Background: an optimization exercise with open tools, aiming at small area, a short achievable clock period and few clock cycles per item. Do not read the settings as production practice. In this exercise RTL edits were held to simulation tests only and were not proved equivalent to the original.

**flow/config.mk**
```make
export PLATFORM = sky130hd
export DESIGN_NAME = sha256_stream_core
export DESIGN_NICKNAME = sha256_stream_core
export VERILOG_FILES = /design/flow/design.v
export SDC_FILE = /design/flow/constraint.sdc
export NUM_CORES = 4
export LEC_CHECK = 0
export CAP_MARGIN = 20
export CORE_MARGIN = 2
export CORE_UTILIZATION = 40
export SLEW_MARGIN = 20
```
**flow/constraint.sdc**
```tcl
create_clock -name core_clock -period 11.0 [get_ports {clk}]
set_input_delay 2.2000 -clock core_clock [delete_from_list [all_inputs] [get_ports {clk}]]
set_output_delay 2.2000 -clock core_clock [all_outputs]
set_load 0.01 [all_outputs]
```
**flow/design.v**
```verilog
package sha256_pkg;
  localparam int BLOCK_W = 512;
  localparam int HASH_W  = 256;
  localparam logic [HASH_W-1:0] SHA256_IV =
    256'h6a09e667_bb67ae85_3c6ef372_a54ff53a_510e527f_9b05688c_1f83d9ab_5be0cd19;
  typedef enum logic [1:0] {
    IDLE   = 2'd0,
    RUN    = 2'd1,
    DRAIN  = 2'd2,
    DIGEST = 2'd3
  } ctrl_state_e;
endpackage
module sha256_stream_core (
  input  logic         clk,
  input  logic         rst_n,
  input  logic         blk_valid,
  output logic         blk_ready,
  input  logic [511:0] blk_data,
  input  logic         blk_first,
  input  logic         blk_last,
  output logic         digest_valid,
  input  logic         digest_ready,
  output logic [255:0] digest,
  output logic         error,
  output logic [15:0]  block_count
);
  localparam logic [255:0] IV = sha256_pkg::SHA256_IV;
  function automatic logic [31:0] kconst(input logic [5:0] i);
    case (i)
      6'd0:  kconst = 32'h428a2f98; 6'd1:  kconst = 32'h71374491; 6'd2:  kconst = 32'hb5c0fbcf; 6'd3:  kconst = 32'he9b5dba5;
      6'd4:  kconst = 32'h3956c25b; 6'd5:  kconst = 32'h59f111f1; 6'd6:  kconst = 32'h923f82a4; 6'd7:  kconst = 32'hab1c5ed5;
      6'd8:  kconst = 32'hd807aa98; 6'd9:  kconst = 32'h12835b01; 6'd10: kconst = 32'h243185be; 6'd11: kconst = 32'h550c7dc3;
      6'd12: kconst = 32'h72be5d74; 6'd13: kconst = 32'h80deb1fe; 6'd14: kconst = 32'h9bdc06a7; 6'd15: kconst = 32'hc19bf174;
      6'd16: kconst = 32'he49b69c1; 6'd17: kconst = 32'hefbe4786; 6'd18: kconst = 32'h0fc19dc6; 6'd19: kconst = 32'h240ca1cc;
      6'd20: kconst = 32'h2de92c6f; 6'd21: kconst = 32'h4a7484aa; 6'd22: kconst = 32'h5cb0a9dc; 6'd23: kconst = 32'h76f988da;
      6'd24: kconst = 32'h983e5152; 6'd25: kconst = 32'ha831c66d; 6'd26: kconst = 32'hb00327c8; 6'd27: kconst = 32'hbf597fc7;
      6'd28: kconst = 32'hc6e00bf3; 6'd29: kconst = 32'hd5a79147; 6'd30: kconst = 32'h06ca6351; 6'd31: kconst = 32'h14292967;
      6'd32: kconst = 32'h27b70a85; 6'd33: kconst = 32'h2e1b2138; 6'd34: kconst = 32'h4d2c6dfc; 6'd35: kconst = 32'h53380d13;
      6'd36: kconst = 32'h650a7354; 6'd37: kconst = 32'h766a0abb; 6'd38: kconst = 32'h81c2c92e; 6'd39: kconst = 32'h92722c85;
      6'd40: kconst = 32'ha2bfe8a1; 6'd41: kconst = 32'ha81a664b; 6'd42: kconst = 32'hc24b8b70; 6'd43: kconst = 32'hc76c51a3;
      6'd44: kconst = 32'hd192e819; 6'd45: kconst = 32'hd6990624; 6'd46: kconst = 32'hf40e3585; 6'd47: kconst = 32'h106aa070;
      6'd48: kconst = 32'h19a4c116; 6'd49: kconst = 32'h1e376c08; 6'd50: kconst = 32'h2748774c; 6'd51: kconst = 32'h34b0bcb5;
      6'd52: kconst = 32'h391c0cb3; 6'd53: kconst = 32'h4ed8aa4a; 6'd54: kconst = 32'h5b9cca4f; 6'd55: kconst = 32'h682e6ff3;
      6'd56: kconst = 32'h748f82ee; 6'd57: kconst = 32'h78a5636f; 6'd58: kconst = 32'h84c87814; 6'd59: kconst = 32'h8cc70208;
      6'd60: kconst = 32'h90befffa; 6'd61: kconst = 32'ha4506ceb; 6'd62: kconst = 32'hbef9a3f7; default: kconst = 32'hc67178f2;
    endcase
  endfunction
  logic        run;         
  logic [5:0]  rnd;         
  logic        loaded;      
  logic        pend_ff;     
  logic        dig_pend;    
  logic        chain_ok;    
  logic        nf, nl;      
  logic        cf, cl;      
  logic        cerr;        
  logic        ff_iv;       
  logic [15:0] cnt;
  logic        err;
  logic last_rnd, do_ff, start, chain_eff, use_iv, accept;
  assign last_rnd  = run & (rnd == 6'd63);
  assign do_ff     = pend_ff & ~dig_pend;
  assign start     = loaded & ~run & (~pend_ff | ~dig_pend);
  assign blk_ready = ~loaded & (run ? (last_rnd & ~dig_pend) : ~(pend_ff & dig_pend));
  assign accept    = blk_valid & blk_ready;
  assign chain_eff = pend_ff ? ~cl : chain_ok;
  assign use_iv    = nf | ~chain_eff;
  assign digest_valid = dig_pend;
  assign error        = err;
  assign block_count  = cnt;
  always_ff @(posedge clk or negedge rst_n) begin
    if (!rst_n) begin
      run <= 1'b0; rnd <= '0; loaded <= 1'b0; pend_ff <= 1'b0; dig_pend <= 1'b0;
      chain_ok <= 1'b0; nf <= 1'b0; nl <= 1'b0; cf <= 1'b0; cl <= 1'b0;
      cerr <= 1'b0; ff_iv <= 1'b0; cnt <= '0; err <= 1'b0;
    end else begin
      if (accept) begin
        loaded <= 1'b1;
        nf     <= blk_first;
        nl     <= blk_last;
      end else if (start) begin
        loaded <= 1'b0;
      end
      if (start) begin
        run   <= 1'b1;
        rnd   <= '0;
        cf    <= nf;
        cl    <= nl;
        cerr  <= ~nf & ~chain_eff;
        ff_iv <= use_iv;
      end else if (run) begin
        rnd <= rnd + 6'd1;
        if (rnd == 6'd63) run <= 1'b0;
      end
      if (last_rnd)   pend_ff <= 1'b1;
      else if (do_ff) pend_ff <= 1'b0;
      if (do_ff) begin
        chain_ok <= ~cl;
        dig_pend <= cl;
        err      <= cf ? 1'b0 : (err | cerr);
        if (cf)                 cnt <= 16'd1;
        else if (cnt != '1)     cnt <= cnt + 16'd1;
      end else if (dig_pend & digest_ready) begin
        dig_pend <= 1'b0;
      end
    end
  end
  logic [31:0] w [16];
  logic [31:0] a, b, c, d, e, f, g, h;
  logic [31:0] p, q;           
  logic [255:0] hreg;
  assign digest = hreg;
  logic [31:0] sm0, sm1, w_new;
  assign sm0   = {w[1][6:0], w[1][31:7]} ^ {w[1][17:0], w[1][31:18]} ^ (w[1] >> 3);
  assign sm1   = {w[14][16:0], w[14][31:17]} ^ {w[14][18:0], w[14][31:19]} ^ (w[14] >> 10);
  assign w_new = sm1 + w[9] + sm0 + w[0];
  always_ff @(posedge clk) begin
    if (blk_ready) begin
      for (int i = 0; i < 16; i++) w[i] <= blk_data[511-32*i -: 32];
    end else begin
      for (int i = 0; i < 15; i++) w[i] <= w[i+1];
      w[15] <= w_new;
    end
  end
  logic [31:0] bs0, bs1, ch, maj, e_new, a_new, k_next, p_run, q_run;
  assign bs1   = {e[5:0], e[31:6]} ^ {e[10:0], e[31:11]} ^ {e[24:0], e[31:25]};
  assign ch    = (e & f) ^ (~e & g);
  assign bs0   = {a[1:0], a[31:2]} ^ {a[12:0], a[31:13]} ^ {a[21:0], a[31:22]};
  assign maj   = (a & b) ^ (a & c) ^ (b & c);
  assign e_new = bs1 + ch + q;
  assign a_new = bs1 + ch + p + bs0 + maj;
  assign k_next = kconst(rnd + 6'd1);
  assign p_run = g + k_next + w[0];
  assign q_run = c + g + k_next + w[0];
  logic [255:0] ffbase, hnew, init;
  logic [31:0]  xh, yh, xd, yd, p_pre, q_pre;
  assign ffbase = ff_iv ? IV : hreg;
  for (genvar i = 0; i < 8; i++) begin : g_ff
    logic [31:0] v;
    assign v = (i == 0) ? a : (i == 1) ? b : (i == 2) ? c : (i == 3) ? d :
               (i == 4) ? e : (i == 5) ? f : (i == 6) ? g : h;
    assign hnew[255-32*i -: 32] = ffbase[255-32*i -: 32] + v;
  end
  assign init = use_iv ? IV : (pend_ff ? hnew : hreg);
  logic [255:0] xbase;
  assign xbase = use_iv ? IV : (pend_ff ? ffbase : hreg);
  assign xh    = xbase[31:0];
  assign yh    = (pend_ff & ~use_iv) ? h : 32'd0;
  assign xd    = xbase[159:128];
  assign yd    = (pend_ff & ~use_iv) ? d : 32'd0;
  assign p_pre = xh + yh + 32'h428a2f98 + w[0];
  assign q_pre = xd + yd + xh + yh + 32'h428a2f98 + w[0];
  always_ff @(posedge clk) begin
    if (run) begin
      h <= g; g <= f; f <= e; e <= e_new;
      d <= c; c <= b; b <= a; a <= a_new;
    end else if (start) begin
      {a, b, c, d, e, f, g, h} <= init;
    end
    p <= run ? p_run : p_pre;
    q <= run ? q_run : q_pre;
    if (do_ff) hreg <= hnew;
  end
endmodule
```
**flow/run.sh**
```bash
#!/bin/bash
# synth_recipe.tcl (not shown) runs the flow's synth.tcl, then flattens the netlist and writes it again
# the make line also repeats each setting of config.mk as NAME=value (left out here)
make -C /OpenROAD-flow-scripts/flow DESIGN_CONFIG=/design/flow/config.mk WORK_HOME=/design/flow/orfs CLKGATE_MAP_FILE= SYNTH_SCRIPT=/design/flow/synth_recipe.tcl finish
```
==> metrics.yaml <==
timing:
  finalSetupViolCount: 0
  rsz0062_at_grt: "false"
  max_slew_margin: 0.165
  period_minus_slack_ps: 8390
  finClkSkew_ps: 81.7
  tightest_slew_ps: 1240
  final_hold_viol_count: 0
  max_freq_mhz: 119
  maxSlewViolCount: 0
  period_share: 0.763
  tns_ps: 0
worst_setup_path:
  r2r_setup_slack_ps: 2610
  worst_setup_path_start_kind: "flip-flop"
  worst_path_most_repeated_cell: "inv_1"
  crit_path_end_kind: "flip-flop"
  critical_path_class: "flip-flop to flip-flop"
  critPathMaxFanout: 60
  arrival_ps: 9060
  worstReg2RegStart: "rnd[0]$_DFFE_PN0P_"
  cp.required_ps: 11670
  crit_slowest_cell: "dfrtp_2"
  slowest_delay_ps: 1010
  startpoint: "rnd[0]$_DFFE_PN0P_"
logic_synthesis:
  synth_warnings: 2
  synthArstFlopShare: 0.0303
  synth_top_flop_cell: "dfxtp_1"
  syn-cell-area_um2: 81400
  synth_cell_type_count: 104
  synth.area.top_cells: "edfxtp_1 (19%), dfxtp_1 (14%), ha_1 (8.8%), fa_1 (8.7%), mux2_2 (6.9%)"
  synth_cells: 8231
  syn_nets: 9671
  synth_edf_count: 512
  ys_ff_latch: 1122
  avgSynthCellArea_um2: 9.89
  ys_seq_area_frac: 0.341
  synth_top_area_share: 0.189
  yosysTopAreaCell: "edfxtp_1"
clocking:
  cts_repair_resize_count: 0
  htreeDepth: 4
  postCtsHoldBufs: 0
  clk_pin_slew_ps: 60
  post_cts_buffers: 0
  clock_latency_ps: 840
  cts-root-buf: "clkbuf_16"
  cts_buffers: 137
  clock-sinks: 1122
  clk_path_buf_depth: 3
  cts_tree: "built"
drt:
  viasPerCell: 5.78
  num_vias: 67500
  drc: 0
  drt_iter0_drc: 7012
  wl_per_cell_um: 29.8
  wirelength_um: 349000
  ant_nets: 0
  firstDrtPassIters: 8
placement:
  io_buffers: 792
  dp_hpwl_um: 279000
  place_congestion: 0.996
  dpl_cell_area_um2: 92200
grt:
  grt_max_degree: 172
  grt-ovfl-total: 0
  grt_pass1_wl_um: 488000
  grt_pass1_vias: 66900
  track_usage: 0.329
  antenna_found_initial: 35
power_and_ir_drop:
  peakVddDrop_mv: 0.138
  power_mw: 9.33
  power_density_nw_per_um2: 96.1
  p_leak_nw: 38.8
floorplanning:
  die_w_um: 455
  dieArea_um2: 207000
  die_h_um: 455
  floorplan.initialDensity: 0.403
  core_area_um2: 202000
  ios: 793
  num_rows: 165
cells_and_area:
  drive_gt1_frac: 0.118
  syn_to_final_growth_pct: 19.1
  design_area_um2: 97000
  layout_common_cells: "clkdlybuf4s50_1 (791), inv_1 (618), dfxtp_1 (576), ha_1 (569), xnor2_1 (519)"
  layout_commonest_cell: "clkdlybuf4s50_1"
  fin_nets: 10300
min_path:
  hp-class: "flip-flop to flip-flop"
  min_from: "w[3][27]$_DFF_P_"
flow_run:
  drv_cap: 0
status:
  status: "no timing/DRC/antenna violations"
[Yosys cell counts, types with 16 or more instances]
cell and n:
inv_1 620, dfxtp_1 576, ha_1 570, xnor2_1 523
nand2_1 519, edfxtp_1 512, mux2_2 501, a21oi_1 500
nor2_1 435, o21ai_0 389, fa_1 352, clkbuf_1 321
a21o_1 254, xor2_1 181, mux2i_1 171, or2_2 163
nor2b_1 157, nor3_1 97, nand3_1 92, o22ai_1 84
a211oi_1 73, o21a_1 73, o21bai_1 66, and2_1 62
a2bb2oi_1 59, a31oi_1 59, nand2b_1 59, or3_1 56
a22oi_1 50, o211ai_1 50, and3_1 44, buf_1 43
nand4_1 40, o31ai_1 39, dfrtp_1 34, maj3_1 31
a2111oi_0 23, a31o_2 21, a222oi_1 19, a311oi_1 16
nor3b_1 16, o21ai_1 16
[power breakdown]
group / switching, mW / internal [mW]
registers: 0.0000000000000000181 / 4.32
logic: 0.0470 / 0.160
clock network: 2.04 / 2.75
[state kept, by name, summed over array words and instances (netlist names), 32 cells and up]
signal  cells
h          32
p          32
w         512
f          32
a          32
b          32
e          32
d          32
q          32
hreg      256
c          32
g          32
[worst max-delay path, delay by kind of cell (launching register included)]
| kind | cells | cell delay (ps) |
|---|---|---|
| AOI/OAI and AO/OA | 11 | 2630 |
| xor gates and xnor gates | 1 | 170 |
| adders and majority gates | 6 | 2620 |
| buffers and inverters | 6 | 1170 |
| DFF | 1 | 1010 |
| muxes | 1 | 100 |
| and+or+nand+nor | 3 | 490 |
[cell families after synthesis]
family,share of synthesized area
compound gates,0.163
xor+xnor,0.0759
fa+ha+maj,0.178
buf+inv,0.0457
flops,0.341
mux,0.0908
simple gates,0.106
[layout make-up]
| class | count | area [um2] |
|---|---|---|
| Sequential cell | 1122 | 27800 |
| Multi-Input combinational cell | 6118 | 50100 |
| Antenna cell | 23 | 57.6 |
| Inverter | 623 | 2360 |
| Timing Repair Buffer | 881 | 8690 |
| Clock inverter | 57 | 813 |
| Clock buffer | 191 | 3930 |
| Tap cell | 2672 | 3340 |
| Fill cell | 19000 | 105000 |
[path summary, 6_finish.rpt]
check                           cells after the start                 end
worst max-delay path                               28       q[29]$_DFF_P_
worst min-delay path                                1    w[2][27]$_DFF_P_
worst max register to register                     28       q[29]$_DFF_P_
worst min register to register                      1    w[2][27]$_DFF_P_
max in group asynchronous                           1       run$_DFF_PN0_
min in group asynchronous                           1  cnt[6]$_DFFE_PN0P_
[metal layers]
layer  track usage  share of wire  up-vias
met1         0.405           0.40    33400
met5             0        0.00024        -
met2         0.525           0.46     2947
met3        0.0656          0.075      622
li1              -              -    30600
met4         0.216          0.074       14
[stage by stage]
step | instances | utilization | setup WS (ps) | hold slack (ps)
3_3_place_gp | 11400 | 0.456 | 2860 | 437
3_5_place_dp | 11400 | 0.456 | 2800 | 441
6_report | 11700 | 0.480 | 2610 | 452
2_1_floorplan | 8231 | - | 4220 | 434
5_1_grt | 11700 | 0.480 | 2230 | 463
4_1_cts | 11700 | 0.479 | 2770 | 451
Testbench counts, summed over its fixed seeds: cycles 124,824, blocks 1,920.

-- port drivers added, routing unchanged --
In the flow no input, the clock included, has a driving cell. The finished layout below was timed again as built, in two steps. Step 1 (the two cells are an assumption about what drives the block):
set clk [get_ports {clk}]
set_driving_cell -lib_cell sky130_fd_sc_hd__clkbuf_16 $clk
set_driving_cell -lib_cell sky130_fd_sc_hd__buf_2 [delete_from_list [all_inputs] $clk]
Step 2, shift: input delay + t, output delay - t, t = (earliest + latest rising clock arrival at the registers) / 2. This alone moves slack from input paths to output paths. a / b / c = ideal ports / drivers / drivers and shift; a / b = the first two.
t (ns): 0.900
slack for setup (ns): 2.610 / 2.610 / 2.610
worst setup path at the end: register to register
clock arrival spread, ns: 0.083 / 0.083
pins driven straight from the clock port: 1
After both steps this run still meets setup and hold. For this run, drivers alone change the setup slack by 0.000 ns; drivers and shift together by 0.000 ns.
